Background: an optimization exercise with open tools, aiming at small area. Do not read the settings as production practice.
Function was checked by simulation only, so behaviour that the tests miss may differ from the original.
No activity file was given, so power comes from the tool's default toggle rates.

==> flow/design.v <==
`timescale 1ns/10ps
package rv_ex_pkg;
    localparam logic [5-1:0] ALU_ADD    = 5'd0;
    localparam logic [5-1:0] ALU_SUB    = 5'd1;
    localparam logic [5-1:0] ALU_SLL    = 5'd2;
    localparam logic [5-1:0] ALU_SLT    = 5'd3;
    localparam logic [5-1:0] ALU_SLTU   = 5'd4;
    localparam logic [5-1:0] ALU_XOR    = 5'd5;
    localparam logic [5-1:0] ALU_SRL    = 5'd6;
    localparam logic [5-1:0] ALU_SRA    = 5'd7;
    localparam logic [5-1:0] ALU_OR     = 5'd8;
    localparam logic [5-1:0] ALU_AND    = 5'd9;
    localparam logic [5-1:0] ALU_PASS_B = 5'd10;
    localparam logic [1:0] FWD_REG = 2'b00;
    localparam logic [1:0] FWD_WB  = 2'b01;
    localparam logic [1:0] FWD_MEM = 2'b10;
    localparam int ALU_SRC_PC  = 0;
    localparam int ALU_SRC_IMM = 1;
    localparam logic [2:0] BR_BEQ  = 3'b000;
    localparam logic [2:0] BR_BNE  = 3'b001;
    localparam logic [2:0] BR_JAL  = 3'b010;
    localparam logic [2:0] BR_JALR = 3'b011;
    localparam logic [2:0] BR_BLT  = 3'b100;
    localparam logic [2:0] BR_BGE  = 3'b101;
    localparam logic [2:0] BR_BLTU = 3'b110;
    localparam logic [2:0] BR_BGEU = 3'b111;
    localparam logic [1:0] RES_ALU  = 2'b00;
    localparam logic [1:0] RES_LOAD = 2'b01;
    localparam logic [1:0] RES_PC4  = 2'b10;
endpackage
`timescale 1ns/10ps
module alu (
    input  logic [5-1:0] alu_ctrl,
    input  logic [32-1:0]   alu_in_1,
    input  logic [32-1:0]   alu_in_2,
    output logic [32-1:0]   alu_result
);
    localparam int W = 32;
    logic         s_add, s_sub, s_sll, s_slt, s_sltu, s_xor, s_srl, s_sra;
    logic         s_or, s_and, s_pass;
    logic         sub;
    logic [W-1:0] b;
    logic [W-1:0] g;
    logic [W-1:0] p;
    logic [W:0]   c;
    logic         p_all;
    logic [W-1:0] sum;
    logic         lt_unsigned;
    logic         lt_signed;
    logic [W-1:0] sh_in;
    logic [W-1:0] sh_out;
    logic         fill;
    assign s_add  = (alu_ctrl == rv_ex_pkg::ALU_ADD);
    assign s_sub  = (alu_ctrl == rv_ex_pkg::ALU_SUB);
    assign s_sll  = (alu_ctrl == rv_ex_pkg::ALU_SLL);
    assign s_slt  = (alu_ctrl == rv_ex_pkg::ALU_SLT);
    assign s_sltu = (alu_ctrl == rv_ex_pkg::ALU_SLTU);
    assign s_xor  = (alu_ctrl == rv_ex_pkg::ALU_XOR);
    assign s_srl  = (alu_ctrl == rv_ex_pkg::ALU_SRL);
    assign s_sra  = (alu_ctrl == rv_ex_pkg::ALU_SRA);
    assign s_or   = (alu_ctrl == rv_ex_pkg::ALU_OR);
    assign s_and  = (alu_ctrl == rv_ex_pkg::ALU_AND);
    assign s_pass = (alu_ctrl == rv_ex_pkg::ALU_PASS_B);
    assign sub = s_sub | s_slt | s_sltu;
    assign b   = alu_in_2 ^ {W{sub}};
    assign g   = alu_in_1 & b;
    assign p   = alu_in_1 ^ b;
    rv_carry_bk #(.W(W)) i_carry (
        .g     (g),
        .p     (p),
        .cin   (sub),
        .c     (c),
        .p_all (p_all)
    );
    assign sum = p ^ c[W-1:0];
    assign lt_unsigned = ~c[W];
    assign lt_signed   = lt_unsigned ^ alu_in_1[W-1] ^ alu_in_2[W-1];
    assign fill = s_sra & alu_in_1[W-1];
    always_comb begin
        for (int i = 0; i < W; i++)
            sh_in[i] = s_sll ? alu_in_1[W-1-i] : alu_in_1[i];
    end
    assign sh_out = $signed({fill, sh_in}) >>> alu_in_2[4:0];
    always_comb begin
        for (int i = 0; i < W; i++) begin
            alu_result[i] = ((s_add | s_sub) & sum[i])
                          | (s_sll & sh_out[W-1-i])
                          | ((s_srl | s_sra) & sh_out[i])
                          | (s_xor & p[i])
                          | (s_and & g[i])
                          | (s_or & (p[i] | g[i]))
                          | (s_pass & alu_in_2[i])
                          | ((i == 0) & ((s_slt & lt_signed) | (s_sltu & lt_unsigned)));
        end
    end
endmodule
`timescale 1ns/10ps
module rv_carry_bk #(
    parameter int W = 32
) (
    input  logic [W-1:0] g,
    input  logic [W-1:0] p,
    input  logic         cin,
    output logic [W:0]   c,
    output logic         p_all
);
    function automatic logic [W:0] carries(input logic [W-1:0] gi, input logic [W-1:0] pi,
                                           input logic ci);
        logic [W-1:0] gg;
        logic [W-1:0] pp;
        logic [W:0]   cc;
        gg    = gi;
        pp    = pi;
        gg[0] = gi[0] | (pi[0] & ci);
        for (int d = 1; d < W; d = d * 2) begin
            for (int i = 2 * d - 1; i < W; i = i + 2 * d) begin
                gg[i] = gg[i] | (pp[i] & gg[i-d]);
                pp[i] = pp[i] & pp[i-d];
            end
        end
        for (int d = W / 4; d >= 1; d = d / 2) begin
            for (int i = 3 * d - 1; i < W; i = i + 2 * d) begin
                gg[i] = gg[i] | (pp[i] & gg[i-d]);
            end
        end
        cc[0] = ci;
        for (int i = 0; i < W; i++)
            cc[i+1] = gg[i];
        carries = cc;
    endfunction
    assign c     = carries(g, p, cin);
    assign p_all = &p;
endmodule
module rv_inc #(
    parameter int W   = 32,
    parameter int LSB = 2
) (
    input  logic [W-1:0] a,
    output logic [W-1:0] y
);
    logic [W:0] c;
    assign c[LSB:0] = {1'b1, {LSB{1'b0}}};
    for (genvar i = 0; i < W; i++) begin : g_bit
        if (i >= LSB) begin : g_inc
            assign y[i]   = a[i] ^ c[i];
            assign c[i+1] = a[i] & c[i];
        end else begin : g_pass
            assign y[i] = a[i];
        end
    end
endmodule
`timescale 1ns/10ps
module ex_stage_top (
    input  logic                  clk,
    input  logic                  rst_n,
    input  logic                  id_valid,
    input  logic [32-1:0]   id_rs1_data,
    input  logic [32-1:0]   id_rs2_data,
    input  logic [32-1:0]   id_imm,
    input  logic [32-1:0]   id_pc,
    input  logic [5-1:0] id_rs1,
    input  logic [5-1:0] id_rs2,
    input  logic [5-1:0] id_rd,
    input  logic [5-1:0] id_alu_ctrl,
    input  logic [1:0]            id_alu_src,
    input  logic [2:0]            id_branch_cond,
    input  logic                  id_branch_valid,
    input  logic [1:0]            id_result_src,
    input  logic                  id_mem_write,
    input  logic                  id_reg_write,
    input  logic [32-1:0]   mem_load_data,
    output logic                  pc_src,
    output logic [32-1:0]   branch_target,
    output logic [32-1:0]   mem_alu_result,
    output logic [32-1:0]   mem_store_data,
    output logic [5-1:0] mem_rd,
    output logic                  mem_write,
    output logic                  mem_reg_write,
    output logic [32-1:0]   wb_result,
    output logic [5-1:0] wb_rd,
    output logic                  wb_reg_write
);
    logic [32-1:0]   ex_alu_result;
    logic [32-1:0]   ex_store_data;
    logic [32-1:0]   ex_pc;
    logic [5-1:0] ex_rd;
    logic [1:0]            ex_result_src;
    logic                  ex_mem_write;
    logic                  ex_reg_write;
    logic [1:0]            mem_result_src;
    logic [32-1:0]   mem_pc_plus4;
    logic                  bubble;
    logic [32-1:0]   wb_next;
    logic                  fwd_mem_a, fwd_wb_a, fwd_mem_b, fwd_wb_b;
    logic [32-1:0]   op_a;
    logic [32-1:0]   op_b;
    logic [32-1:0]   alu_in_1;
    logic [32-1:0]   alu_in_2;
    logic [32-1:0]   alu_result;
    logic                  eq, lt_u, lt_s, taken;
    logic                  is_jalr;
    logic [32-1:0]   target_sum;
    assign bubble = pc_src || !id_valid;
    logic wb_sel_load, wb_sel_pc4, wb_sel_alu;
    assign wb_sel_load = (mem_result_src == rv_ex_pkg::RES_LOAD);
    assign wb_sel_pc4  = (mem_result_src == rv_ex_pkg::RES_PC4);
    assign wb_sel_alu  = !wb_sel_load && !wb_sel_pc4;
    assign wb_next     = ({32{wb_sel_load}} & mem_load_data) |
                         ({32{wb_sel_pc4}} & mem_pc_plus4) |
                         ({32{wb_sel_alu}} & mem_alu_result);
    assign fwd_mem_a = ex_reg_write && (ex_rd != '0) && (ex_rd == id_rs1);
    assign fwd_mem_b = ex_reg_write && (ex_rd != '0) && (ex_rd == id_rs2);
    assign fwd_wb_a  = mem_reg_write && (mem_rd != '0) && (mem_rd == id_rs1);
    assign fwd_wb_b  = mem_reg_write && (mem_rd != '0) && (mem_rd == id_rs2);
    logic sel_mem_a, sel_wb_a, sel_reg_a, sel_mem_b, sel_wb_b, sel_reg_b;
    assign sel_mem_a = fwd_mem_a;
    assign sel_wb_a  = !fwd_mem_a && fwd_wb_a;
    assign sel_reg_a = !fwd_mem_a && !fwd_wb_a;
    assign sel_mem_b = fwd_mem_b;
    assign sel_wb_b  = !fwd_mem_b && fwd_wb_b;
    assign sel_reg_b = !fwd_mem_b && !fwd_wb_b;
    assign op_a = ({32{sel_mem_a}} & ex_alu_result) | ({32{sel_wb_a}} & wb_next) |
                  ({32{sel_reg_a}} & id_rs1_data);
    assign op_b = ({32{sel_mem_b}} & ex_alu_result) | ({32{sel_wb_b}} & wb_next) |
                  ({32{sel_reg_b}} & id_rs2_data);
    assign alu_in_1 = id_alu_src[rv_ex_pkg::ALU_SRC_PC]  ? id_pc  : op_a;
    assign alu_in_2 = id_alu_src[rv_ex_pkg::ALU_SRC_IMM] ? id_imm : op_b;
    alu i_alu (
        .alu_ctrl   (id_alu_ctrl),
        .alu_in_1   (alu_in_1),
        .alu_in_2   (alu_in_2),
        .alu_result (alu_result)
    );
    logic [32-1:0]   cmp_g, cmp_p;
    logic [32:0]     cmp_c;
    logic [32-1:0]   base;
    logic [32-1:0]   tgt_g, tgt_p;
    logic [32:0]     tgt_c;
    logic                  unused_tgt_p_all;
    logic [32-1:0]   ex_pc_plus4;
    assign cmp_g = op_a & ~op_b;
    assign cmp_p = ~(op_a ^ op_b);
    rv_carry_bk #(.W(32)) i_cmp (
        .g     (cmp_g),
        .p     (cmp_p),
        .cin   (1'b1),
        .c     (cmp_c),
        .p_all (eq)
    );
    assign lt_u = ~cmp_c[32];
    assign lt_s = lt_u ^ op_a[32-1] ^ op_b[32-1];
    always_comb begin
        case (id_branch_cond)
            rv_ex_pkg::BR_BEQ:  taken = eq;
            rv_ex_pkg::BR_BNE:  taken = ~eq;
            rv_ex_pkg::BR_BLT:  taken = lt_s;
            rv_ex_pkg::BR_BGE:  taken = ~lt_s;
            rv_ex_pkg::BR_BLTU: taken = lt_u;
            rv_ex_pkg::BR_BGEU: taken = ~lt_u;
            default:            taken = 1'b1;
        endcase
    end
    assign is_jalr = (id_branch_cond == rv_ex_pkg::BR_JALR);
    assign base    = is_jalr ? op_a : id_pc;
    assign tgt_g   = base & id_imm;
    assign tgt_p   = base ^ id_imm;
    rv_carry_bk #(.W(32)) i_tgt (
        .g     (tgt_g),
        .p     (tgt_p),
        .cin   (1'b0),
        .c     (tgt_c),
        .p_all (unused_tgt_p_all)
    );
    assign target_sum = tgt_p ^ tgt_c[32-1:0];
    rv_inc #(.W(32), .LSB(2)) i_pc4 (
        .a (ex_pc),
        .y (ex_pc_plus4)
    );
    always_ff @(posedge clk or negedge rst_n) begin
        if (!rst_n) begin
            pc_src        <= 1'b0;
            ex_mem_write  <= 1'b0;
            ex_reg_write  <= 1'b0;
            mem_write     <= 1'b0;
            mem_reg_write <= 1'b0;
            wb_reg_write  <= 1'b0;
        end else begin
            pc_src        <= id_branch_valid && !bubble && taken;
            ex_mem_write  <= id_mem_write && !bubble;
            ex_reg_write  <= id_reg_write && !bubble;
            mem_write     <= ex_mem_write;
            mem_reg_write <= ex_reg_write;
            wb_reg_write  <= mem_reg_write;
        end
    end
    always_ff @(posedge clk) begin
        ex_alu_result  <= alu_result;
        ex_store_data  <= op_b;
        branch_target  <= {target_sum[32-1:1], target_sum[0] & ~is_jalr};
        ex_pc          <= id_pc;
        ex_rd          <= id_rd;
        ex_result_src  <= id_result_src;
        mem_alu_result <= ex_alu_result;
        mem_store_data <= ex_store_data;
        mem_rd         <= ex_rd;
        mem_result_src <= ex_result_src;
        mem_pc_plus4   <= ex_pc_plus4;
        wb_result      <= wb_next;
        wb_rd          <= mem_rd;
    end
endmodule
==> flow/flow/run.sh <==
#!/bin/bash
# Standard synthesis, then an area-oriented re-map of its combinational
# logic, then the standard layout with single-size port buffers and no CTS
# dummy loads. Each tool's output goes to a log file in this folder.
set -euo pipefail
W=$(pwd)
R=$W/orfs/results/$FLOW_PLATFORM/ex_stage_top/base
export BUFFER_PORTS_ARGS="-buffer_cell sky130_fd_sc_hd__buf_1"
export CTS_ARGS="-sink_clustering_enable -repair_clock_nets -dont_use_dummy_load -buf_list sky130_fd_sc_hd__clkbuf_8 -root_buf sky130_fd_sc_hd__clkbuf_8 -sink_clustering_size 16 -sink_clustering_max_diameter 70"

bash standard.sh synth > synth.log 2>&1
cp "$R/1_2_yosys.v" "$W/1_2_yosys.standard.v"

TOP=$FLOW_TOP IN_V="$W/1_2_yosys.standard.v" OUT_V="$W/1_2_yosys.remap.v" \
    ABCS="$W/flow/remap.abc" REMAP_RPT="$W/remap_stat" \
    REMAP_PLATFORM_CFG="$FLOW_HOME/platforms/sky130hd/config.mk" \
    REMAP_LIB="$FLOW_HOME/platforms/sky130hd/lib/sky130_fd_sc_hd__tt_025C_1v80.lib" \
    yosys -c "$W/flow/remap.tcl" > remap.log 2>&1

cp "$W/1_2_yosys.remap.v" "$R/1_2_yosys.v"
rm -f "$R/1_synth.odb" "$R/1_synth.sdc"
bash standard.sh > layout.log 2>&1
==> flow/flow/remap.abc <==
strash
dc2
balance
rewrite
refactor
balance
rewrite
rewrite -z
balance
refactor -z
rewrite -z
balance
dch -f
map -D 4000
topo
buffer -c
upsize -D 4000
dnsize -D 4000
strash
dch -f
map -D 4000
topo
buffer -c
upsize -D 4000
dnsize -D 4000
==> flow/flow/remap.tcl <==
# Re-map the combinational logic of the standard synthesis netlist for area.
# The flip-flops and tie cells stay as they are, with their names.
set lib $::env(REMAP_LIB)
yosys read_liberty -ignore_miss_func $lib
yosys read_verilog $::env(IN_V)
yosys hierarchy -top $::env(TOP)
foreach c {dfxtp_1 dfrtp_1 dfstp_1 dfxtp_2 dfrtp_2 dfxtp_4 dfrtp_4 conb_1} {
    if {![catch {yosys select -module sky130_fd_sc_hd__$c}]} {
        yosys select -clear
        yosys blackbox sky130_fd_sc_hd__$c
    }
}
yosys flatten
yosys opt_clean -purge
yosys tee -o $::env(REMAP_RPT).before stat -liberty $lib
# The platform's don't-use cells, from its config.mk
set fh [open $::env(REMAP_PLATFORM_CFG) r]
set cfg [read $fh]
close $fh
set dont_use {}
foreach w [regexp -all -inline {sky130_fd_sc_hd__\S+} [lindex [regexp -inline {DONT_USE_CELLS \+=[^#]*} $cfg] 0]] {
    lappend dont_use -dont_use $w
}
puts "remap: [expr {[llength $dont_use] / 2}] dont_use cells"
yosys abc -liberty $lib -script $::env(ABCS) {*}$dont_use
yosys opt_clean -purge
yosys tee -o $::env(REMAP_RPT).after stat -liberty $lib
yosys write_verilog -noattr -nohex -nodec $::env(OUT_V)
==> flow/standard.sh <==
#!/bin/bash
# synth_recipe.tcl (not shown) runs the flow's synth.tcl, then flattens the netlist and writes it again
# the make line also repeats each setting of config.mk as NAME=value (left out here)
make -C /OpenROAD-flow-scripts/flow DESIGN_CONFIG=/design/flow/config.mk WORK_HOME=/design/flow/orfs CLKGATE_MAP_FILE= SYNTH_SCRIPT=/design/flow/synth_recipe.tcl "${@:-finish}"
==> flow/config.mk <==
export PLATFORM = sky130hd
export DESIGN_NAME = ex_stage_top
export DESIGN_NICKNAME = ex_stage_top
export VERILOG_FILES = /design/flow/design.v
export SDC_FILE = /design/flow/constraint.sdc
export NUM_CORES = 4
export LEC_CHECK = 0
export CAP_MARGIN = 20
export CORE_MARGIN = 2
export CORE_UTILIZATION = 62
export SETUP_SLACK_MARGIN = 0.1
export SLEW_MARGIN = 20
==> flow/constraint.sdc <==
create_clock -name core_clock -period 7.0 [get_ports {clk}]
set_input_delay 1.4000 -clock core_clock [delete_from_list [all_inputs] [get_ports {clk}]]
set_output_delay 1.4000 -clock core_clock [all_outputs]
set_load 0.01 [all_outputs]
==> flow_summary_export.csv, run 1 <==
group,metric,value,unit
synthesis,postSynthCellCount,2363,
floorplanning,io_pins,335,
global_route,antenna_found_initial,0,
synthesis,syn_nets,2556,
route,avgRoutedWirePerCell,21.1,µm
global_route,grt_pass1_vias,18000,
placed_design,dp_hpwl,48.5,mm
worst_setup_path,path_buf_inv,3,
worst_setup_path,critPathSlowestCell,"a2111oi_2",
timing,finClkSkew,0.0894,ns
floorplanning,start_util,63.1,%
power,p_sw,0.00139,W
worst_hold_path,hold_class,"reg2reg",
global_route,use_met2,73.6,%
global_route,grt.busiest_layer,"met2",
clocking,clock_path_buffers,3,
worst_setup_path,critPathKind,"in2reg",
power,power.leakage,8.15,nW
worst_setup_path,cp.required,7.44,ns
clocking,cts.sinks,281,
timing,drv_slew,0,
status,status,"no timing/DRC/antenna violations",
worst_setup_path,arrival,6.81,ns
floorplanning,die_x,164,µm
worst_setup_path,timing.rr.start,"mem_rd[0]$_DFF_P_",
floorplanning,floorplan.die_area,0.0269,mm²
clocking,htreeDepth,1,
global_route,overflow,0,
timing,finalHoldViolCount,0,
worst_setup_path,critical_path.top_delay_family,"simple AND/OR/NAND/NOR gates",
floorplanning,core-area,0.0251,mm²
timing,rsz0062_at_grt,"no",
power,clock_power_share,21.0,%
synthesis,synth_warnings,3,
worst_setup_path,critPathLaunch,"id_rs1[0]",
timing,finalWorstSetupSlack,0.638,ns
finish,nets,2883,
finish,drive_gt1_share,5.43,%
worst_setup_path,path_common_cell,"nand2_1",
power,comb_power_share,30.5,%
timing,post-route-period-util,90.9,%
timing,timing.slew.headroom,28.5,%
clocking,post-cts-setup-buffer-count,0,
power,p_sw_share,36.9,%
worst_setup_path,path_max_fanout,4,
power,p_per_area,211,mW/mm²
global_route,grt_max_degree,48,
global_route,grt_usage,45.9,%
global_route,grt_use_met1,56.4,%
placed_design,place_congestion,1.14,
route,vias,18800,
placed_design,dp_slack,0.145,ns
power,p_int,0.00239,W
timing,fmax,157,MHz
synthesis,netlist_area,0.0158,mm²
global_route,grt_pass1_wl,95.5,mm
power,ir_worst_vdd,184,µV
route,first_pass_iters,7,
clocking,cts_tree,"done",
power,p_seq_share,48.5,%
clocking,clockRootBuffer,"clkbuf_8",
worst_hold_path,min_from,"ex_alu_result[24]$_DFF_P_",
route,finalWirelength,63.6,mm
timing,tightest_slew,1.06,ns
route,drtAntennaViolNets,0,
timing,setup_viol,0,
placed_design,io_buffers,334,
worst_setup_path,slowest_delay,0.44,ns
clocking,clk_pin_slew_worst_paths,0.10,ns
route,drtIter0Drc,2510,
floorplanning,die_h,164,µm
worst_setup_path,start_kind,"primary input",
synthesis,syn_area_per_cell,6.71,µm²
worst_setup_path,end_kind,"register",
route,viasPerCell,6.24,
finish,n_antenna_cell,0,
route,drc,0,
clocking,insertion_delay,0.60,ns
global_route,grt_util_met3,10.3,%
finish,area_growth,13.1,%
run,max-cap-violations,0,
timing,tns,0,ns
clocking,cts_buffers,22,
floorplanning,rows,58,
timing,finalCriticalPeriod,6.36,ns
## through the flow
| stage | cells | utilization, % | hold slack [ns] | total power [W] | cell area, µm² |
|---|---|---|---|---|---|
| finish | 3018 | 71.4 | 0.289 | 0.00378 | 17900 |
| global route | 3018 | 71.4 | 0.290 | 0.00394 | 17900 |
| CTS | 3018 | 71.3 | 0.274 | 0.00373 | 17900 |
| detailed placement | 2996 | 70.1 | 0.312 | 0.00297 | 17600 |
| global placement | 2996 | 70.1 | 0.311 | 0.00293 | 17600 |
| floorplan | 2363 | - | 0.310 | 0.00255 | 15800 |
## worst paths after layout
| check | cells after the start | endpoint | slack, ns |
|---|---|---|---|
| worst max-delay path | 40 | branch_target[31]$_DFF_P_ | 0.64 |
| worst min register to register | 0 | mem_alu_result[24]$_DFF_P_ | 0.29 |
| max in group asynchronous | 1 | mem_reg_write$_DFF_PN0_ | 6.09 |
| min in group asynchronous | 1 | ex_mem_write$_DFF_PN0_ | 0.66 |
| worst max register to register | 40 | branch_target[31]$_DFF_P_ | 1.09 |
| worst min-delay path | 0 | mem_alu_result[24]$_DFF_P_ | 0.29 |
## cell usage in the layout, fill, tap and decap left out, types with 13 or more instances in the layout
| cell | count |
|---|---|
| o2111ai_1 | 13 |
| clkbuf_8 | 22 |
| dfxtp_1 | 275 |
| or2_2 | 14 |
| inv_1 | 281 |
| buf_4 | 49 |
| a21oi_1 | 124 |
| buf_1 | 334 |
| o21ai_0 | 170 |
| xor2_1 | 59 |
| nand2_1 | 583 |
| xnor2_1 | 24 |
| o22ai_1 | 50 |
| nand3_1 | 74 |
| o221ai_1 | 37 |
| a221oi_1 | 17 |
| nor3_1 | 19 |
| o211ai_1 | 13 |
| a22oi_1 | 87 |
| nor2_1 | 283 |
## power by group through the flow
stage               combinational (W)  clock (W)  sequential (W)
finish                        0.00115   0.000795         0.00183
global placement              0.00107          0         0.00186
detailed placement            0.00110          0         0.00187
floorplan                    0.000654          0         0.00190
CTS                           0.00111   0.000784         0.00183
global route                  0.00124   0.000850         0.00185
## layer usage
| layer | vias to the layer above | wire [µm] |
|---|---|---|
| li1 | 8523 | - |
| met1 | 8605 | 22900 |
| met2 | 1404 | 28400 |
| met3 | 307 | 8120 |
| met4 | 0 | 4290 |
| met5 | - | 0 |
## registers in the layout (all words and copies together) (netlist names), 32 cells and up
register / count
ex_pc: 32
mem_pc_plus4: 32
branch_target: 32
ex_store_data: 32
ex_alu_result: 32
wb_result: 32
mem_alu_result: 32
mem_store_data: 32
## area by class of cell
class / count / area (µm²)
Timing Repair Buffer: 384 / 1630
Fill cell: 2053 / 7190
Inverter: 295 / 1110
Multi-Input combinational cell: 1706 / 8810
Tap cell: 330 / 413
Sequential cell: 281 / 5660
Clock buffer: 22 / 303
## repair_timing
item | 4_1_cts | 5_1_grt
hold buffers | 0 | 0
endpoints found under the setup margin | 0 | 2
gates resized for setup | 0 | 1
==> run 2: changes to the inputs <==
--- a/flow/config.mk
+++ b/flow/config.mk
@@ -7,6 +7,7 @@
 export LEC_CHECK = 0
 export CAP_MARGIN = 20
 export CORE_MARGIN = 2
-export CORE_UTILIZATION = 62
+export CORE_UTILIZATION = 55
+export GPL_ROUTABILITY_DRIVEN = 0
 export SETUP_SLACK_MARGIN = 0.1
 export SLEW_MARGIN = 20
==> run 2 against run 1 <==
Still clean on timing, DRC and antenna; cell area increased by 0.36%; maximum frequency increased by 2.6%; non-clock buffer count decreased by 1; flip-flop and latch count unchanged; sequential share of layout area decreased by 0.11 points; count of clock-buffer cells in the layout unchanged; power decreased by 1.2%; critical path type unchanged.
==> flow_summary_export.csv, run 2 <==
group,metric,value,unit
timing,tns,0,ns
clocking,ctsHoldBuffers,0,
timing,fmax,161,MHz
clocking,cts_buffers,22,
power,p_seq_share,49.0,%
finish,nets,2882,
global_route,grt_pass1_vias,16500,
synthesis,syn_area_per_cell,6.71,µm²
global_route,antenna_found_initial,0,
worst_setup_path,end_kind,"register",
global_route,overflow,0,
floorplanning,die_x,174,µm
timing,timing.slew.headroom,35.9,%
timing,drv_slew,0,
clocking,ctsResizeCount,0,
timing,rsz0062_at_grt,"no",
synthesis,netlist_area,0.0158,mm²
worst_setup_path,critPathSlowestCell,"nor2_2",
floorplanning,die_h,174,µm
timing,tightest_slew,0.961,ns
worst_hold_path,min_to,"mem_store_data[4]$_DFF_P_",
clocking,cts_tree,"done",
worst_hold_path,hold_class,"reg2reg",
timing,finalCriticalPeriod,6.20,ns
worst_setup_path,critical_path.top_delay_family,"simple AND/OR/NAND/NOR gates",
global_route,grt_usage,36.6,%
clocking,insertion_delay,0.60,ns
power,ir_worst_vdd,212,µV
clocking,clock_path_buffers,3,
worst_setup_path,path_max_fanout,8,
floorplanning,start_util,55.5,%
worst_setup_path,r2r-end,"branch_target[31]$_DFF_P_",
worst_setup_path,rr_worst_depth,40,
global_route,grt_pass1_wl,88.2,mm
clocking,clockRootBuffer,"clkbuf_8",
timing,finalHoldViolCount,0,
route,drc,0,
timing,post-route-period-util,88.6,%
clocking,clk_pin_slew_worst_paths,0.10,ns
floorplanning,core-area,0.0285,mm²
timing,finClkSkew,0.0790,ns
power,clock_power_share,21.3,%
power,comb_power_share,29.7,%
worst_hold_path,min_from,"ex_store_data[4]$_DFF_P_",
worst_setup_path,cp.required,7.43,ns
route,vias,17800,
clocking,cts.sinks,281,
placed_design,dp_hpwl,44.3,mm
route,first_pass_iters,9,
floorplanning,rows,62,
worst_setup_path,path_buf_inv,2,
finish,area_growth,13.5,%
synthesis,postSynthCellCount,2363,
synthesis,syn_nets,2556,
global_route,grt_max_degree,40,
power,p_int,0.00239,W
worst_setup_path,reg2reg_setup_slack,1.29,ns
route,finalWirelength,57.2,mm
power,p_sw_share,36.1,%
power,power.leakage,8.15,nW
worst_setup_path,slowest_delay,0.50,ns
finish,design_area,0.0180,mm²
clocking,htreeDepth,1,
power,p_per_area,208,mW/mm²
finish,drive_gt1_share,5.36,%
finish,layout_commonest_cell,"nand2_1",
finish,final_cell_mix,"583 x nand2_1, 334 x buf_1, 285 x nor2_1, 281 x inv_1, 275 x dfxtp_1",
worst_hold_path,hold_depth,0,
worst_setup_path,arrival,6.63,ns
placed_design,postPlaceCellArea,0.0177,mm²
power,p_sw,0.00135,W
route,drtAntennaViolNets,0,
synthesis,synth_warnings,3,
placed_design,io_buffers,334,
run,max-cap-violations,0,
status,status,"no timing/DRC/antenna violations",
floorplanning,io_pins,335,
timing,setup_viol,0,
worst_setup_path,timing.rr.start,"mem_rd[1]$_DFF_P_",
route,avgRoutedWirePerCell,18.6,µm
clocking,post-cts-setup-buffer-count,0,
worst_setup_path,path_common_cell,"nand2_1",
route,drtIter0Drc,1957,
floorplanning,floorplan.die_area,0.0302,mm²
worst_setup_path,critPathKind,"in2reg",
worst_setup_path,start_kind,"primary input",
finish,n_antenna_cell,0,
route,viasPerCell,5.79,
==> run 2: layout make-up <==
cell class | count | area [µm²]
Sequential cell | 281 | 5660
Tap cell | 384 | 480
Timing Repair Buffer | 383 | 1620
Clock buffer | 22 | 303
Inverter | 295 | 1110
Fill cell | 2753 | 10600
Multi-Input combinational cell | 1706 | 8810
==> run 2: layer usage <==
metal / wire (µm) / GRT usage [%] / vias to the layer above
met5: 0 / 0 / -
met1: 24000 / 48.5 / 8014
met3: 5970 / 7.63 / 213
li1: - / - / 8527
met2: 24200 / 57.4 / 1017
met4: 3020 / 17.2 / 0
==> run 2: per-stage QoR <==
| step | worst slack [ns] | utilization (%) | std cells | hold slack (ns) | power (W) |
|---|---|---|---|---|---|
| 6_report | 0.801 | 63.0 | 3071 | 0.330 | 0.00374 |
| 5_1_grt | 0.244 | 63.0 | 3071 | 0.339 | 0.00392 |
| 4_1_cts | 0.971 | 63.0 | 3071 | 0.325 | 0.00372 |
| 3_5_place_dp | 0.377 | 61.9 | 3049 | 0.312 | 0.00294 |
| 3_3_place_gp | 0.501 | 61.9 | 3049 | 0.312 | 0.00292 |
| 2_1_floorplan | 1.47 | - | 2363 | 0.310 | 0.00255 |
==> run 2: worst max path at each step <==
| stage | start | depth (start not counted) | end |
|---|---|---|---|
| detailed placement | id_rs1[0] | 40 | branch_target[31]$_DFF_P_ |
| finish | id_rs2[1] | 43 | ex_alu_result[31]$_DFF_P_ |
| floorplan | id_rs2[1] | 42 | ex_alu_result[31]$_DFF_P_ |
| global route | id_rs1[0] | 41 | branch_target[31]$_DFF_P_ |
| global placement | id_rs1[0] | 40 | branch_target[31]$_DFF_P_ |
| CTS | id_rs1[0] | 40 | branch_target[31]$_DFF_P_ |
==> run 2: power by group through the flow <==
stage          Clock [W]  Combinational [W]  Sequential [W]
6_report        0.000798            0.00111         0.00183
3_5_place_dp           0            0.00107         0.00187
4_1_cts         0.000810            0.00108         0.00183
5_1_grt         0.000866            0.00121         0.00185
2_1_floorplan          0           0.000654         0.00190
3_3_place_gp           0            0.00105         0.00187
==> run 3: changes to the inputs <==
--- a/flow/flow/remap.abc
+++ b/flow/flow/remap.abc
@@ -23,3 +23,5 @@
 buffer -c
 upsize -D 4000
 dnsize -D 4000
+topo
+dnsize -D 4500
==> run 3 against run 2 <==
Still clean; flip-flop and latch count did not move; cell area fell by 0.39%; worst hold slack got worse by 0.0082 ns; area after synthesis fell by 1.2%; global-route usage fell by 0.41 points; maximum frequency fell by 2.4%; synthesized cell count did not move; critical path depth fell by 7; non-clock buffer count rose by 8; largest cell class unchanged; highest routed layer is now met5.
==> flow_summary_export.csv, run 3 <==
group,metric,value,unit
global_route,grt_max_degree,45,
finish,multi_input_area,0.00868,mm²
placed_design,place_inst,3051,
floorplanning,start_util,56.0,%
route,viasPerCell,5.85,
finish,area_growth,14.5,%
route,avgRoutedWirePerCell,18.4,µm
synthesis,syn_area_per_cell,6.62,µm²
floorplanning,die_h,173,µm
power,power.leakage,8.13,nW
clocking,insertion_delay,0.58,ns
worst_setup_path,rr_worst_depth,39,
power,p_sw,0.00133,W
synthesis,postSynthCellCount,2363,
clocking,cts.sinks,281,
run,max-cap-violations,0,
global_route,grt_pass1_vias,16400,
finish,seq_area,0.00566,mm²
timing,drv_slew,0,
worst_hold_path,min_to,"mem_store_data[9]$_DFF_P_",
worst_setup_path,path_max_fanout,29,
synthesis,synth_warnings,3,
status,status,"no timing/DRC/antenna violations",
placed_design,dp_hpwl,43.8,mm
floorplanning,floorplan.die_area,0.0298,mm²
finish,fill_cells,2724,
global_route,grt_pass1_wl,87.3,mm
clocking,clockRootBuffer,"clkbuf_8",
worst_setup_path,r2r-end,"ex_alu_result[31]$_DFF_P_",
timing,finalWorstSetupSlack,0.646,ns
timing,tightest_slew,0.952,ns
route,drtIter0Drc,2322,
clocking,ctsHoldBuffers,0,
clocking,htreeDepth,1,
clocking,clk_pin_slew_worst_paths,0.10,ns
worst_setup_path,path_common_cell,"nand2_1",
finish,nets,2890,
clocking,clock_path_buffers,3,
timing,finClkSkew,0.0528,ns
route,drc,0,
synthesis,syn_nets,2556,
floorplanning,core-area,0.0279,mm²
finish,drive_gt1_share,4.53,%
worst_setup_path,cp.required,7.49,ns
route,first_pass_iters,12,
clocking,post-cts-setup-buffer-count,0,
worst_hold_path,hold_class,"reg2reg",
route,vias,18000,
timing,post-route-period-util,90.8,%
floorplanning,rows,61,
timing,timing.hold.ws,0.321,ns
power,ir_worst_vdd,205,µV
finish,final_cell_mix,"588 x nand2_1, 334 x buf_1, 285 x nor2_1, 281 x inv_1, 275 x dfxtp_1",
timing,finalHoldViolCount,0,
finish,n_antenna_cell,0,
power,p_sw_share,35.8,%
timing,rsz0062_at_grt,"no",
route,finalWirelength,56.6,mm
power,total_power,0.00371,W
floorplanning,die_x,173,µm
worst_setup_path,timing.rr.start,"mem_rd[2]$_DFF_P_",
worst_setup_path,start_kind,"primary input",
global_route,antenna_found_initial,0,
power,p_per_area,207,mW/mm²
placed_design,io_buffers,334,
power,clock_power_share,21.2,%
timing,tns,0,ns
worst_setup_path,arrival,6.84,ns
finish,stdcell_count,3073,
placed_design,dp_slack,-0.0818,ns
worst_hold_path,hold_depth,0,
synthesis,netlist_area,0.0156,mm²
worst_setup_path,end_kind,"register",
global_route,overflow,0,
power,p_seq_share,49.3,%
floorplanning,io_pins,335,
worst_setup_path,critPathKind,"in2reg",
worst_setup_path,slowest_delay,0.36,ns
finish,layout_commonest_cell,"nand2_1",
timing,fmax,157,MHz
global_route,grt_usage,36.2,%
clocking,cts_tree,"done",
timing,timing.slew.headroom,35.9,%
clocking,cts_buffers,22,
power,p_int,0.00238,W
power,comb_power_share,29.5,%
timing,finalCriticalPeriod,6.35,ns
timing,setup_viol,0,
route,drtAntennaViolNets,0,
worst_hold_path,min_from,"ex_store_data[9]$_DFF_P_",
worst_setup_path,reg2reg_setup_slack,1.09,ns
worst_setup_path,critPathSlowestCell,"a221oi_1",
==> run 3: timing repair <==
item                       in CTS  in global routing
gates resized for setup         0                 13
hold endpoints to repair        0                  0
setup endpoints to repair       0                 12
==> run 3: how the worst max path moves through the flow <==
stage / startpoint / endpoint / slack [ns]
after floorplan: id_rs2[1] / ex_alu_result[31]$_DFF_P_ / 0.96
after global placement: id_rs1[0] / branch_target[31]$_DFF_P_ / 0.08
after detailed placement: id_rs2[3] / ex_alu_result[0]$_DFF_P_ / -0.08
after CTS: id_rs2[3] / ex_alu_result[0]$_DFF_P_ / 0.49
after global routing: id_rs2[1] / ex_alu_result[30]$_DFF_P_ / 0.08
final: id_rs2[3] / ex_alu_result[0]$_DFF_P_ / 0.65
==> run 3: final cells by class <==
type,instances,share of cell area (%)
multi-input cells,1706,48.5
inverters,295,6.18
well taps,378,2.64
flip-flops and latches,281,31.6
clock buffers,22,1.69
repair buffers,391,9.43
==> run 3: per-stage QoR <==
| step | utilization [%] | instance area, µm² |
|---|---|---|
| CTS | 63.9 | 17900 |
| detailed placement | 62.8 | 17500 |
| global route | 64.1 | 17900 |
| global placement | 62.8 | 17500 |
| floorplan | - | 15600 |
| finish | 64.1 | 17900 |
==> run 3: critical path: cells and delay by family <==
family | cells | cell delay [ns]
compound gates | 10 | 1.88
buf+inv | 4 | 0.56
simple gates | 21 | 2.84
xor+xnor | 1 | 0.15
==> run 3: power groups by stage <==
| stage | sequential, W | combinational, W | clock, W |
|---|---|---|---|
| 3_5_place_dp | 0.00187 | 0.00105 | 0 |
| 3_3_place_gp | 0.00187 | 0.00103 | 0 |
| 5_1_grt | 0.00185 | 0.00119 | 0.000860 |
| 4_1_cts | 0.00183 | 0.00105 | 0.000803 |
| 2_1_floorplan | 0.00190 | 0.000631 | 0 |
| 6_report | 0.00183 | 0.00109 | 0.000787 |
==> run 3: metal layers <==
| metal | track usage (%) | wire (µm) | vias up |
|---|---|---|---|
| li1 | - | - | 8528 |
| met1 | 49.7 | 23300 | 8118 |
| met2 | 56.3 | 24100 | 1143 |
| met3 | 6.09 | 6290 | 200 |
| met4 | 15.4 | 2880 | 2 |
| met5 | 1.92 | 62 | - |
==> run 4: changes to the inputs <==
--- a/flow/design.v
+++ b/flow/design.v
@@ -201,28 +201,19 @@
     logic                  is_jalr;
     logic [32-1:0]   target_sum;
     assign bubble = pc_src || !id_valid;
-    logic wb_sel_load, wb_sel_pc4, wb_sel_alu;
-    assign wb_sel_load = (mem_result_src == rv_ex_pkg::RES_LOAD);
-    assign wb_sel_pc4  = (mem_result_src == rv_ex_pkg::RES_PC4);
-    assign wb_sel_alu  = !wb_sel_load && !wb_sel_pc4;
-    assign wb_next     = ({32{wb_sel_load}} & mem_load_data) |
-                         ({32{wb_sel_pc4}} & mem_pc_plus4) |
-                         ({32{wb_sel_alu}} & mem_alu_result);
+    always_comb begin
+        case (mem_result_src)
+            rv_ex_pkg::RES_LOAD: wb_next = mem_load_data;
+            rv_ex_pkg::RES_PC4:  wb_next = mem_pc_plus4;
+            default:             wb_next = mem_alu_result;
+        endcase
+    end
     assign fwd_mem_a = ex_reg_write && (ex_rd != '0) && (ex_rd == id_rs1);
     assign fwd_mem_b = ex_reg_write && (ex_rd != '0) && (ex_rd == id_rs2);
     assign fwd_wb_a  = mem_reg_write && (mem_rd != '0) && (mem_rd == id_rs1);
     assign fwd_wb_b  = mem_reg_write && (mem_rd != '0) && (mem_rd == id_rs2);
-    logic sel_mem_a, sel_wb_a, sel_reg_a, sel_mem_b, sel_wb_b, sel_reg_b;
-    assign sel_mem_a = fwd_mem_a;
-    assign sel_wb_a  = !fwd_mem_a && fwd_wb_a;
-    assign sel_reg_a = !fwd_mem_a && !fwd_wb_a;
-    assign sel_mem_b = fwd_mem_b;
-    assign sel_wb_b  = !fwd_mem_b && fwd_wb_b;
-    assign sel_reg_b = !fwd_mem_b && !fwd_wb_b;
-    assign op_a = ({32{sel_mem_a}} & ex_alu_result) | ({32{sel_wb_a}} & wb_next) |
-                  ({32{sel_reg_a}} & id_rs1_data);
-    assign op_b = ({32{sel_mem_b}} & ex_alu_result) | ({32{sel_wb_b}} & wb_next) |
-                  ({32{sel_reg_b}} & id_rs2_data);
+    assign op_a = fwd_mem_a ? ex_alu_result : (fwd_wb_a ? wb_next : id_rs1_data);
+    assign op_b = fwd_mem_b ? ex_alu_result : (fwd_wb_b ? wb_next : id_rs2_data);
     assign alu_in_1 = id_alu_src[rv_ex_pkg::ALU_SRC_PC]  ? id_pc  : op_a;
     assign alu_in_2 = id_alu_src[rv_ex_pkg::ALU_SRC_IMM] ? id_imm : op_b;
     alu i_alu (
==> flow/run.sh (new file) <==
#!/bin/bash
# synth_recipe.tcl (not shown) runs the flow's synth.tcl, then flattens the netlist and writes it again
# the make line also repeats each setting of config.mk as NAME=value (left out here)
make -C /OpenROAD-flow-scripts/flow DESIGN_CONFIG=/design/flow/config.mk WORK_HOME=/design/flow/orfs CLKGATE_MAP_FILE= SYNTH_SCRIPT=/design/flow/synth_recipe.tcl finish
--- a/flow/config.mk
+++ b/flow/config.mk
@@ -7,7 +7,6 @@
 export LEC_CHECK = 0
 export CAP_MARGIN = 20
 export CORE_MARGIN = 2
-export CORE_UTILIZATION = 55
-export GPL_ROUTABILITY_DRIVEN = 0
-export SETUP_SLACK_MARGIN = 0.1
+export CORE_UTILIZATION = 40
+export SETUP_SLACK_MARGIN = 0.2
 export SLEW_MARGIN = 20
removed: flow/flow/run.sh
removed: flow/flow/remap.abc
removed: flow/flow/remap.tcl
removed: flow/standard.sh
==> run 4 against run 3 <==
Highest routed layer is now met4; still clean on timing, DRC and antenna; worst setup slack worse by 0.27 ns; global-route usage is 2.1 points higher; cell count grew 13%; largest power group unchanged; maximum frequency shrank 4.1%; non-clock buffer count is 284 higher; clock skew is 0.038 ns lower; cell area grew 47%; count of clock-buffer cells in the layout grew 17; first-iteration DRC count rose by 12%; sequential power is 3% higher; critical path depth down 12.
==> flow_summary_export.csv, run 4 <==
group,metric,value,unit
finish,final_util,56.4,%
worst_setup_path,start_kind,"primary input",
power,ir_worst_vdd,225,µV
placed_design,place_inst,3401,
worst_setup_path,end_kind,"register",
floorplanning,core-area,0.0466,mm²
clocking,clk_pin_slew_worst_paths,0.06,ns
route,avgRoutedWirePerCell,28.0,µm
worst_setup_path,path_buf_inv,5,
placed_design,place_congestion,0.975,
placed_design,dp_hpwl,79.4,mm
clocking,cts.sinks,281,
clocking,htreeDepth,1,
synthesis,synth.most_common_cell,"nand2_1",
synthesis,synth-simple-area-share,14.9,%
synthesis,yosysTopAreaCell,"dfxtp_1",
clocking,cts_tree,"done",
floorplanning,die_x,221,µm
clocking,cts_buffers,31,
timing,finalHoldViolCount,0,
finish,area_growth,39.3,%
timing,post-route-period-util,94.7,%
power,clock_power_share,31.1,%
route,vias,20500,
power,p_seq_share,34.5,%
synthesis,yosys.area_share.adder,13.7,%
synthesis,netlist-cell-type-count,100,
timing,finClkSkew,0.0147,ns
timing,fmax,151,MHz
worst_setup_path,critPathKind,"in2reg",
worst_setup_path,arrival,7.11,ns
route,first_pass_iters,8,
power,total_power,0.00548,W
synthesis,synth_compound_area_share,22.7,%
finish,nets,3212,
global_route,grt_max_degree,64,
worst_setup_path,timing.rr.start,"mem_rd[1]$_DFF_P_",
synthesis,postSynthCellCount,2251,
clocking,clockRootBuffer,"clkbuf_16",
floorplanning,start_util,40.5,%
timing,rsz0062_at_grt,"no",
power,p_per_area,209,mW/mm²
synthesis,synth_common_cells,"291 x nand2_1, 275 x dfxtp_1, 165 x o21ai_0, 158 x inv_1, 155 x ha_1",
worst_setup_path,worstSetupEndpoint,"branch_target[31]$_DFF_P_",
worst_setup_path,critical_path.top_delay_family,"compound AO/OA/AOI/OAI gates",
finish,layout_commonest_cell,"buf_4",
synthesis,synth_xor_area_share,3.49,%
placed_design,io_buffers,334,
worst_setup_path,crit_chain,"clkdlybuf4s50_1 > xnor2_1 > nand4_1 > or2_2 > buf_4 > buf_12 > a31o_2 > buf_4 > o21ai_0 > ha_1 > nand2_1 > o31ai_2 > o2111ai_1 > o211a_1 > o2bb2ai_1 > o21ai_0 > a41o_1 > o41ai_2 > buf_4 > o21a_2 > o21a_1 > fa_1 > xnor2_1 > xnor2_1",
floorplanning,die_h,221,µm
route,drtIter0Drc,2593,
timing,setup_viol,0,
floorplanning,floorplan.die_area,0.0489,mm²
timing,drv_slew,0,
timing,finalCriticalPeriod,6.63,ns
timing,tightest_slew,1.08,ns
synthesis,seq_area_frac_synth,30.0,%
power,p_sw,0.00188,W
synthesis,netlist_area,0.0188,mm²
worst_setup_path,rr_worst_depth,22,
global_route,antenna_found_initial,4,
timing,timing.slew.headroom,27.5,%
synthesis,syn_area_per_cell,8.37,µm²
synthesis,synth_top_family_by_area,"compound AO/OA/AOI/OAI gates",
synthesis,ys.flop_type,"dfxtp_1",
worst_setup_path,slowest_delay,0.56,ns
global_route,grt_pass1_wl,139,mm
route,drc,0,
run,max-cap-violations,0,
finish,drive_gt1_share,17.7,%
worst_setup_path,reg2reg_setup_slack,0.81,ns
worst_setup_path,path_max_fanout,56,
placed_design,dp_slack,-0.498,ns
worst_setup_path,cp.required,7.48,ns
route,viasPerCell,5.91,
power,comb_power_share,34.4,%
synthesis,yosys_register_bits,281,
floorplanning,rows,79,
worst_hold_path,hold_class,"reg2reg",
synthesis,synth_mux_area_share,9.01,%
finish,stdcell_count,3466,
synthesis,syn_nets,2631,
synthesis,netlist.area_leader.share,29.2,%
worst_setup_path,r2r-end,"branch_target[31]$_DFF_P_",
worst_setup_path,critPathLaunch,"id_rs1[3]",
global_route,grt_pass1_vias,19800,
power,p_int,0.00359,W
global_route,overflow,0,
floorplanning,io_pins,335,
route,finalWirelength,97.2,mm
synthesis,synth-edff-count,0,
timing,finalWorstSetupSlack,0.374,ns
status,status,"no timing/DRC/antenna violations",
clocking,insertion_delay,0.60,ns
worst_setup_path,cp.depth,24,
route,drtAntennaViolNets,0,
synthesis,async_flop_share,2.14,%
worst_setup_path,critPathSlowestCell,"clkdlybuf4s50_1",
power,power.leakage,11.6,nW
finish,final_cell_mix,"333 x buf_4, 332 x clkdlybuf4s50_1, 291 x nand2_1, 275 x dfxtp_1, 159 x o21ai_0",
power,p_sw_share,34.4,%
synthesis,synth_warnings,3,
global_route,grt_usage,38.3,%
synthesis,synth_area_leaders,"dfxtp_1 29%, ha_1 10%, mux2i_1 6.1%",
clocking,clock_path_buffers,3,
==> run 4: how the worst min path moves through the flow <==
stage | from | to | slack [ns] | cells past startpoint
6_report | ex_store_data[18]$_DFF_P_ | mem_store_data[18]$_DFF_P_ | 0.32 | 0
5_1_grt | ex_store_data[27]$_DFF_P_ | mem_store_data[27]$_DFF_P_ | 0.32 | 0
4_1_cts | ex_store_data[18]$_DFF_P_ | mem_store_data[18]$_DFF_P_ | 0.32 | 0
3_5_place_dp | ex_store_data[23]$_DFF_P_ | mem_store_data[23]$_DFF_P_ | 0.31 | 0
3_3_place_gp | ex_store_data[31]$_DFF_P_ | mem_store_data[31]$_DFF_P_ | 0.31 | 0
2_1_floorplan | ex_pc[0]$_DFF_P_ | mem_pc_plus4[0]$_DFF_P_ | 0.31 | 0
==> run 4: metal layers <==
layer  part of all wire, %  routed length, µm  global-route usage [%]  vias up
met4                   3.7               3580                    12.3        0
met2                    44              43000                    60.6     1217
met5                     0                  0                       0        -
li1                      -                  -                       -     9222
met1                    43              41500                    53.1     9866
met3                   9.4               9150                    6.32      179
==> run 4: worst reg2reg max path, stage by stage, from the launching register on <==
cell       delay [ns]
dfxtp_1          0.38
or4_4            0.61
o211a_2          0.30
buf_4            0.14
and3_1           0.14
a211oi_1         0.44
o21bai_1         0.25
o21ai_0          0.22
ha_1             0.42
a21oi_4          0.10
o31ai_2          0.39
o2111ai_1        0.24
o211a_1          0.29
o2bb2ai_1        0.17
o21ai_0          0.30
a41o_1           0.28
o41ai_2          0.08
buf_4            0.15
o21a_2           0.26
o21a_1           0.26
fa_1             0.39
xnor2_1          0.14
xnor2_1          0.12
==> run 4: stage by stage <==
stage / setup TNS, ns / cell area [µm²] / hold WS (ns)
detailed placement: -3.75 / 25000 / 0.312
floorplan: 0 / 18800 / 0.310
global placement: -2.80 / 25000 / 0.310
CTS: 0 / 26100 / 0.322
global route: 0 / 26200 / 0.322
finish: 0 / 26300 / 0.321
==> run 4: kinds of logic (layout without fill, tap and decap cells) <==
| group | count (synthesis) | in the layout |
|---|---|---|
| AND/OR/NAND/NOR | 632 | 632 |
| multiplexers | 160 | 160 |
| flip-flops | 281 | 281 |
| AO/OA/AOI/OAI | 630 | 630 |
| other | 0 | 3 |
| adder cells (fa/ha/maj) | 187 | 187 |
| XOR/XNOR | 75 | 75 |
| buffers and inverters | 286 | 891 |
==> run 4: timing repair <==
item | CTS | global route
gates resized for setup | 3 | 31
endpoints found under the setup margin | 3 | 15
hold buffers | 0 | 0
pin swaps | 0 | 6
setup buffers | 0 | 5
cloned | 0 | 0
==> run 4: power by group through the flow <==
stage	clock (W)	sequential, W	combinational (W)
final	0.00171	0.00189	0.00188
after global routing	0.00178	0.00190	0.00200
after CTS	0.00171	0.00188	0.00183
after detailed placement	0	0.00192	0.00182
after global placement	0	0.00192	0.00180
after floorplan	0	0.00192	0.000795
==> run 4: area by class of cell <==
class	instances	area (µm²)
Fill cell	4305	20300
Clock buffer	39	856
Sequential cell	281	5660
Multi-Input combinational cell	1684	12200
Timing Repair Buffer	675	5980
Inverter	159	597
Antenna cell	3	7.51
Clock inverter	18	198
Tap cell	607	759

## what the ideal ports hide
In the flow no input, the clock included, has a driving cell. The finished layouts below were timed again as built, in two steps.
Step 1 assumes that a clkbuf_16 drives the clock port and a buf_2 every other input.
Step 2 times the ports against the registers' clock, not the clock port: input delays grow and output delays shrink by t, the midpoint of the rising clock arrivals with the driver on.
a / b / c = ideal ports / drivers / drivers and shift; a / b = the first two.
| run | shift t [ns] | setup WS [ns] | clock arrival spread, ns |
|---|---|---|---|
| run 1 | 0.601 | 0.638 / 0.667 / 0.066 | 0.090 / 0.090 |
| run 2 | 0.609 | 0.801 / 0.827 / 0.219 | 0.079 / 0.079 |
| run 3 | 0.608 | 0.646 / 0.671 / 0.063 | 0.053 / 0.052 |
| run 4 | 0.651 | 0.374 / 0.400 / -0.251 | 0.015 / 0.015 |
Met with ideal ports but missed after step 2: setup timing in run 4. The setup slack of run 4, which loses most, moves by +0.026 ns with the drivers and by -0.625 ns with both steps.
